This is an optimization exercise on Yosys and OpenROAD, whose aim is small area, not a production implementation. In this exercise RTL edits were held to simulation tests only and were not proved equivalent to the original. No driver is modelled on the clock port, so clock power and skew are understated where the tree is cut down; a real chip needs a root buffer or a tree. No activity file was given, so power comes from the tool's default toggle rates.

==> flow/design.v (excerpt) <==
module clock_ctrl (
  input  logic        clock,
  input  logic        rst_n,
  input  logic        lock_main,             
  input  logic        global_reset_en,       
  input  logic [3:0]  dps_fire,              
  input  logic [3:0]  dps_reset,             
  input  logic [3:0]  dps_lock,              
  input  logic [3:0]  psdone,                
  input  logic [31:0] dps_phase,             
  input  logic [6:0]  clock_sense_in,        
  output logic        global_reset,
  output logic        clock_lock_lost_err,
  output logic [3:0]  dps_busy,              
  output logic [3:0]  psen,                  
  output logic [3:0]  psincdec,              
  output logic [11:0] dps_sm_vec,            
  output logic [6:0]  clock_sense_ok         
);
clock: 6.0 ns
lec_check: 0
cap_margin: 20
core_margin: 2
core_utilization: 40
cts_buf_list: sky130_fd_sc_hd__clkbuf_8
slew_margin: 20
standard.sh (not shown) runs the stock make flow with config.mk's settings and CLKGATE_MAP_FILE= SYNTH_SCRIPT=/design/flow/synth_recipe.tcl, a recipe that flattens the netlist after the stock synthesis.
==> flow/flow/run.sh <==
#!/bin/bash
# Standard synthesis, then the combinational logic re-mapped by ABC for area with a few scripts
# (flow/*.abc), keeping the smallest result; registers stay exactly as the standard synthesis
# made them. Then the standard layout with plain buf_1 port buffers. Each tool's output goes to
# its own log in this folder.
set -euo pipefail
W=$PWD
R=$W/orfs/results/sky130hd/clock_ctrl/base
EXTRA=("BUFFER_PORTS_ARGS=-buffer_cell sky130_fd_sc_hd__buf_1"
       "PRE_CTS_TCL=$W/flow/manual_cts.tcl"
       "MANUAL_CTS_BUF=sky130_fd_sc_hd__clkbuf_16"
       "MANUAL_CTS_LEAVES=4")
# Extra make settings, one VAR=value per line
if [[ -f "$W/flow/make_args.txt" ]]; then
  while IFS= read -r line; do [[ -n "$line" ]] && EXTRA+=("$line"); done < "$W/flow/make_args.txt"
fi
LIB=$FLOW_HOME/platforms/sky130hd/lib/sky130_fd_sc_hd__tt_025C_1v80.lib

bash standard.sh "${EXTRA[@]}" "$R/1_2_yosys.v" > standard_synth.log 2>&1
cp "$R/1_2_yosys.v" "$W/synth_standard.v"

SEQ=$(grep -oE 'sky130_fd_sc_hd__(e?s?df|dl)[a-z0-9_]+' "$W/synth_standard.v" | sort -u | tr '\n' ' ')
for S in "$W"/flow/*.abc; do
  N=$(basename "$S" .abc)
  cat > "$W/resynth_$N.ys" <<EOF
read_liberty -ignore_miss_func $LIB
read_verilog $W/synth_standard.v
hierarchy -top $FLOW_TOP
setattr -mod -set keep_hierarchy 1 $SEQ
flatten
blackbox $SEQ
opt_clean -purge
abc -liberty $LIB -dont_use *lpflow* -dont_use *probe* -script $S
opt_clean -purge
hilomap -singleton -hicell sky130_fd_sc_hd__conb_1 HI -locell sky130_fd_sc_hd__conb_1 LO
insbuf -buf sky130_fd_sc_hd__buf_4 A X
opt_clean -purge
select $FLOW_TOP
tee -o $W/resynth_$N.stat stat -liberty $LIB
write_verilog -selected -noattr -nohex -nodec $W/synth_$N.v
EOF
  yosys -s "$W/resynth_$N.ys" > "resynth_$N.log" 2>&1 &
done
wait
BEST=""; BESTA=""
for S in "$W"/flow/*.abc; do
  N=$(basename "$S" .abc)
  A=$(grep -m1 "Chip area for module" "$W/resynth_$N.stat" | awk '{print $NF}' || true)
  echo "$N $A" >> resynth_areas.log
  if [[ -n "$A" && -s "$W/synth_$N.v" ]]; then
    if [[ -z "$BESTA" ]] || awk "BEGIN{exit !($A < $BESTA)}"; then BEST=$N; BESTA=$A; fi
  fi
done
echo "best $BEST $BESTA" >> resynth_areas.log
cp "$W/synth_$BEST.v" "$R/1_2_yosys.v"

bash standard.sh "${EXTRA[@]}" finish > standard_flow.log 2>&1
Other scripts of this flow, unchanged in this note and not shown: flow/flow/e.abc, flow/flow/manual_cts.tcl
Change:
--- a/flow/flow/run.sh
+++ b/flow/flow/run.sh
@@ -2,4 +2,5 @@
-# Standard synthesis, then the combinational logic re-mapped by ABC for area with a few scripts
-# (flow/*.abc), keeping the smallest result; registers stay exactly as the standard synthesis
-# made them. Then the standard layout with plain buf_1 port buffers. Each tool's output goes to
-# its own log in this folder.
+# Standard synthesis, then the combinational logic re-mapped by ABC for area with the scripts in
+# flow/*.abc, keeping the smallest result; registers stay exactly as the standard synthesis made
+# them. Then the standard layout with plain buf_1 port buffers and the clock tree of
+# flow/manual_cts.tcl: the clock port drives four clkbuf_16, each driving the clock pins of one
+# cluster of flip-flops. Each tool's output goes to its own log in this folder.
Settings changed: CAP_MARGIN 20 to 0, SLEW_MARGIN 20 to 0.
=> The new run completed without violations; worst hold slack is unchanged; die area does not change; core utilization does not change; via count stays the same; worst setup slack does not change; design area does not change; first-iteration DRC count is unchanged; final cell count stays the same.
Change:
Settings changed: CAP_MARGIN 0 to 20, SLEW_MARGIN 0 to 20.
=>
- synthesized area is unchanged
- design area does not change
- die area is unchanged
- via count does not change
- routed wire length is unchanged
No run of this note takes its clock network from TritonCTS; it comes from the design's own scripts or RTL.

clock_ctrl again, from the RTL that the note above started with.
clock: 6.0 ns
lec_check: 0
cap_margin: 20
core_margin: 2
core_utilization: 65
cts_buf_list: sky130_fd_sc_hd__clkbuf_8
slew_margin: 20
==> flow/flow/run.sh <==
#!/bin/bash
# Standard synthesis, then the combinational logic re-mapped by ABC for area with a few scripts
# (flow/*.abc), keeping the smallest result; registers stay exactly as the standard synthesis
# made them. Then the standard layout with plain buf_1 port buffers. Each tool's output goes to
# its own log in this folder.
set -euo pipefail
W=$PWD
R=$W/orfs/results/sky130hd/clock_ctrl/base
EXTRA=("BUFFER_PORTS_ARGS=-buffer_cell sky130_fd_sc_hd__buf_1")
# Extra make settings, one VAR=value per line
if [[ -f "$W/flow/make_args.txt" ]]; then
  while IFS= read -r line; do [[ -n "$line" ]] && EXTRA+=("$line"); done < "$W/flow/make_args.txt"
fi
LIB=$FLOW_HOME/platforms/sky130hd/lib/sky130_fd_sc_hd__tt_025C_1v80.lib

bash standard.sh "${EXTRA[@]}" "$R/1_2_yosys.v" > standard_synth.log 2>&1
cp "$R/1_2_yosys.v" "$W/synth_standard.v"

SEQ=$(grep -oE 'sky130_fd_sc_hd__(e?s?df|dl)[a-z0-9_]+' "$W/synth_standard.v" | sort -u | tr '\n' ' ')
for S in "$W"/flow/*.abc; do
  N=$(basename "$S" .abc)
  cat > "$W/resynth_$N.ys" <<EOF
read_liberty -ignore_miss_func $LIB
read_verilog $W/synth_standard.v
hierarchy -top $FLOW_TOP
setattr -mod -set keep_hierarchy 1 $SEQ
flatten
blackbox $SEQ
opt_clean -purge
abc -liberty $LIB -dont_use *lpflow* -dont_use *probe* -script $S
opt_clean -purge
hilomap -singleton -hicell sky130_fd_sc_hd__conb_1 HI -locell sky130_fd_sc_hd__conb_1 LO
insbuf -buf sky130_fd_sc_hd__buf_4 A X
opt_clean -purge
select $FLOW_TOP
tee -o $W/resynth_$N.stat stat -liberty $LIB
write_verilog -selected -noattr -nohex -nodec $W/synth_$N.v
EOF
  yosys -s "$W/resynth_$N.ys" > "resynth_$N.log" 2>&1 &
done
wait
BEST=""; BESTA=""
for S in "$W"/flow/*.abc; do
  N=$(basename "$S" .abc)
  A=$(grep -m1 "Chip area for module" "$W/resynth_$N.stat" | awk '{print $NF}' || true)
  echo "$N $A" >> resynth_areas.log
  if [[ -n "$A" && -s "$W/synth_$N.v" ]]; then
    if [[ -z "$BESTA" ]] || awk "BEGIN{exit !($A < $BESTA)}"; then BEST=$N; BESTA=$A; fi
  fi
done
echo "best $BEST $BESTA" >> resynth_areas.log
cp "$W/synth_$BEST.v" "$R/1_2_yosys.v"

bash standard.sh "${EXTRA[@]}" finish > standard_flow.log 2>&1
==> flow/flow/make_args.txt <==
CTS_ARGS=-sink_clustering_enable -repair_clock_nets -dont_use_dummy_load -buf_list sky130_fd_sc_hd__clkbuf_8
Other scripts of this flow, unchanged in this note and not shown: flow/flow/d.abc, flow/flow/e.abc, flow/flow/f.abc
Edit:
--- a/flow/flow/run.sh
+++ b/flow/flow/run.sh
@@ -28 +27,0 @@
-blackbox $SEQ
CORE_UTILIZATION = 40   (was 65)
removed: flow/flow/make_args.txt
Outcome: Count of clock-buffer cells in the layout stays the same; cell count rose by 11%; wire length rose by 2.2%; synthesized area stays the same; setup slack degrades by 0.0078 ns; die area rose by about 60%; power rose by about 8%; via count is about the same; clock power rose by 31%; global-route usage fell by 9.8 points; final area rose by 2.8%.

clock_ctrl, a different RTL version from the one above (not shown whole).
For scale: about 540 cells after synthesis, roughly 5400 um2 of cells after synthesis.
==> flow/design.v (excerpt) <==
module clock_ctrl (
  input  logic        clock,
  input  logic        rst_n,
  input  logic        lock_main,             
  input  logic        global_reset_en,       
  input  logic [3:0]  dps_fire,              
  input  logic [3:0]  dps_reset,             
  input  logic [3:0]  dps_lock,              
  input  logic [3:0]  psdone,                
  input  logic [31:0] dps_phase,             
  input  logic [6:0]  clock_sense_in,        
  output logic        global_reset,
  output logic        clock_lock_lost_err,
  output logic [3:0]  dps_busy,              
  output logic [3:0]  psen,                  
  output logic [3:0]  psincdec,              
  output logic [11:0] dps_sm_vec,            
  output logic [6:0]  clock_sense_ok         
);
  logic                        run_en;   
  logic [dps_pkg::NUM_DPS*dps_pkg::PHASE_W-1:0]  target;   
  reset_lock_ctrl u_reset_lock_ctrl (
    .clock               (clock),
    .rst_n               (rst_n),
    .lock_main           (lock_main),
    .global_reset_en     (global_reset_en),
    .global_reset        (global_reset),
    .clock_lock_lost_err (clock_lock_lost_err),
    .run_en              (run_en)
  );
  phase_step_map u_phase_step_map (
    .clock     (clock),
    .rst_n     (rst_n),
    .busy      (dps_busy),
    .dps_phase (dps_phase),
    .target    (target)
  );
  genvar i;
  generate
    for (i = 0; i < dps_pkg::NUM_DPS; i++) begin : g_dps
      phaser u_phaser (
        .clock    (clock),
        .rst_n    (rst_n),
        .run_en   (run_en),
        .dps_lock (dps_lock[i]),
        .psdone   (psdone[i]),
        .fire     (dps_fire[i]),
        .clear    (dps_reset[i]),
  ...
clock: 6.0 ns
lec_check: 0
cap_margin: 20
core_margin: 2
core_utilization: 40
cts_buf_list: sky130_fd_sc_hd__clkbuf_8
slew_margin: 20
==> flow/flow/run.sh <==
#!/bin/bash
# Standard synthesis, then the combinational logic re-mapped by ABC for area with a few scripts
# (flow/*.abc), keeping the smallest result; registers stay exactly as the standard synthesis
# made them. Then the standard layout with plain buf_1 port buffers. Each tool's output goes to
# its own log in this folder.
set -euo pipefail
W=$PWD
R=$W/orfs/results/sky130hd/clock_ctrl/base
EXTRA=("BUFFER_PORTS_ARGS=-buffer_cell sky130_fd_sc_hd__buf_1")
LIB=$FLOW_HOME/platforms/sky130hd/lib/sky130_fd_sc_hd__tt_025C_1v80.lib

bash standard.sh "${EXTRA[@]}" "$R/1_2_yosys.v" > standard_synth.log 2>&1
cp "$R/1_2_yosys.v" "$W/synth_standard.v"

SEQ=$(grep -oE 'sky130_fd_sc_hd__(e?s?df|dl)[a-z0-9_]+' "$W/synth_standard.v" | sort -u | tr '\n' ' ')
for S in "$W"/flow/*.abc; do
  N=$(basename "$S" .abc)
  cat > "$W/resynth_$N.ys" <<EOF
read_liberty -ignore_miss_func $LIB
read_verilog $W/synth_standard.v
hierarchy -top $FLOW_TOP
setattr -mod -set keep_hierarchy 1 $SEQ
flatten
opt_clean -purge
abc -liberty $LIB -dont_use *lpflow* -dont_use *probe* -script $S
opt_clean -purge
hilomap -singleton -hicell sky130_fd_sc_hd__conb_1 HI -locell sky130_fd_sc_hd__conb_1 LO
insbuf -buf sky130_fd_sc_hd__buf_4 A X
opt_clean -purge
select $FLOW_TOP
tee -o $W/resynth_$N.stat stat -liberty $LIB
write_verilog -selected -noattr -nohex -nodec $W/synth_$N.v
EOF
  yosys -s "$W/resynth_$N.ys" > "resynth_$N.log" 2>&1 &
done
wait
BEST=""; BESTA=""
for S in "$W"/flow/*.abc; do
  N=$(basename "$S" .abc)
  A=$(grep -m1 "Chip area for module" "$W/resynth_$N.stat" | awk '{print $NF}' || true)
  echo "$N $A" >> resynth_areas.log
  if [[ -n "$A" && -s "$W/synth_$N.v" ]]; then
    if [[ -z "$BESTA" ]] || awk "BEGIN{exit !($A < $BESTA)}"; then BEST=$N; BESTA=$A; fi
  fi
done
echo "best $BEST $BESTA" >> resynth_areas.log
cp "$W/synth_$BEST.v" "$R/1_2_yosys.v"

bash standard.sh "${EXTRA[@]}" finish > standard_flow.log 2>&1
==> flow/flow/a.abc <==
strash
&get -n
&st
&dch
&nf -R 1000
&put
topo
stime -c
==> flow/flow/b.abc <==
strash
&get -n
&st
&deepsyn -T 60
&dch
&nf -R 1000
&put
topo
stime -c
==> flow/flow/c.abc <==
strash
&get -n
&st
&deepsyn -T 60 -S 7
&dch
&nf -R 1000
&put
topo
stime -c
==> flow/flow/d.abc <==
strash
&get -n
&st
&deepsyn -T 60 -S 3
&dch -f
&nf -R 1000 -a
&put
topo
stime -c
The starting point passed the timing, design-rule and antenna checks.
Rerun with:
==> flow/flow/run.sh (replaced) <==
#!/bin/bash
# Standard layout, with plain buf_1 port buffers. The flow's output goes to standard_flow.log in
# this folder; ORFS keeps per-step logs under orfs/logs.
set -euo pipefail
bash standard.sh \
  "BUFFER_PORTS_ARGS=-buffer_cell sky130_fd_sc_hd__buf_1" \
  finish > standard_flow.log 2>&1
removed: flow/flow/a.abc
removed: flow/flow/b.abc
removed: flow/flow/c.abc
removed: flow/flow/d.abc
Clock-buffer cell count goes down by 1.
Flip-flop and latch count is unchanged.
Non-clock buffer count rises by 3.
Rerun with:
==> flow/flow/run.sh (replaced) <==
#!/bin/bash
# Standard synthesis, then the combinational logic re-mapped by ABC for area (registers kept
# exactly as the standard synthesis made them), then the standard layout with plain buf_1 port
# buffers. Each tool's output goes to its own log in this folder.
set -euo pipefail
W=$PWD
R=$W/orfs/results/sky130hd/clock_ctrl/base
EXTRA=("BUFFER_PORTS_ARGS=-buffer_cell sky130_fd_sc_hd__buf_1")
LIB=$FLOW_HOME/platforms/sky130hd/lib/sky130_fd_sc_hd__tt_025C_1v80.lib

bash standard.sh "${EXTRA[@]}" "$R/1_2_yosys.v" > standard_synth.log 2>&1
cp "$R/1_2_yosys.v" "$W/synth_standard.v"

SEQ=$(grep -oE 'sky130_fd_sc_hd__(e?s?df|dl)[a-z0-9_]+' "$W/synth_standard.v" | sort -u | tr '\n' ' ')
cat > "$W/resynth.ys" <<EOF
read_liberty -ignore_miss_func $LIB
read_verilog $W/synth_standard.v
hierarchy -top $FLOW_TOP
setattr -mod -set keep_hierarchy 1 $SEQ
flatten
opt_clean -purge
abc -liberty $LIB -dont_use *lpflow* -dont_use *probe* -script $W/flow/area.abc
opt_clean -purge
hilomap -singleton -hicell sky130_fd_sc_hd__conb_1 HI -locell sky130_fd_sc_hd__conb_1 LO
insbuf -buf sky130_fd_sc_hd__buf_4 A X
opt_clean -purge
stat -liberty $LIB
select $FLOW_TOP
write_verilog -selected -noattr -nohex -nodec $W/synth_area.v
EOF
yosys -s "$W/resynth.ys" > resynth.log 2>&1
cp "$W/synth_area.v" "$R/1_2_yosys.v"

bash standard.sh "${EXTRA[@]}" finish > standard_flow.log 2>&1
==> flow/flow/area.abc (new file) <==
strash
&get -n
&st
&dch
&nf -R 1000
&put
topo
stime -c
=> Core utilization goes up by 0.38 points. Setup slack loses 0.017 ns. Sequential power goes down by 3.1%. Routed wire length goes down by 8.2%. Global-route usage goes down by 0.53 points. Worst hold slack loses 0.029 ns.
Rerun with:
==> flow/run.sh (new file) <==
#!/bin/bash
# synth_recipe.tcl (not shown) runs the flow's synth.tcl, then flattens the netlist and writes it again
# the make line also repeats each setting of config.mk as NAME=value (left out here)
make -C /OpenROAD-flow-scripts/flow DESIGN_CONFIG=/design/flow/config.mk WORK_HOME=/design/flow/orfs CLKGATE_MAP_FILE= SYNTH_SCRIPT=/design/flow/synth_recipe.tcl finish
--- a/flow/config.mk
+++ b/flow/config.mk
@@ -11 +10,0 @@
-export CTS_BUF_LIST = sky130_fd_sc_hd__clkbuf_8
removed: flow/flow/run.sh
removed: flow/flow/area.abc
removed: flow/standard.sh
The changed run produced a clean layout.
Routed wire length is higher by 11%.
Clock power is higher by 47%.
Count of clock-buffer cells in the layout is higher by 2.
Rerun with:
==> flow/flow/run.sh (new file) <==
#!/bin/bash
# Standard layout, with plain buf_1 port buffers and a power-recovery (downsizing) pass after
# global routing. Each tool's output goes to its own log in this folder; ORFS keeps per-step logs
# under orfs/logs.
set -euo pipefail
bash standard.sh \
  "BUFFER_PORTS_ARGS=-buffer_cell sky130_fd_sc_hd__buf_1" \
  "RECOVER_POWER=100" \
  finish > standard_flow.log 2>&1
==> flow/standard.sh (new file) <==
#!/bin/bash
# synth_recipe.tcl (not shown) runs the flow's synth.tcl, then flattens the netlist and writes it again
# the make line also repeats each setting of config.mk as NAME=value (left out here)
make -C /OpenROAD-flow-scripts/flow DESIGN_CONFIG=/design/flow/config.mk WORK_HOME=/design/flow/orfs CLKGATE_MAP_FILE= SYNTH_SCRIPT=/design/flow/synth_recipe.tcl "${@:-finish}"
--- a/flow/config.mk
+++ b/flow/config.mk
@@ -10,0 +11 @@
+export CTS_BUF_LIST = sky130_fd_sc_hd__clkbuf_8
removed: flow/run.sh
Effect:
- Now the flow completed and failed the layout checks on max-capacitance violations, max-slew violations
- sequential cell count stays the same
- hold slack improves by 0.041 ns
- wire length goes down by about 2%
- cell count stays the same
- register-to-register slack degrades by 1.5 ns
- total power goes down by about 14%
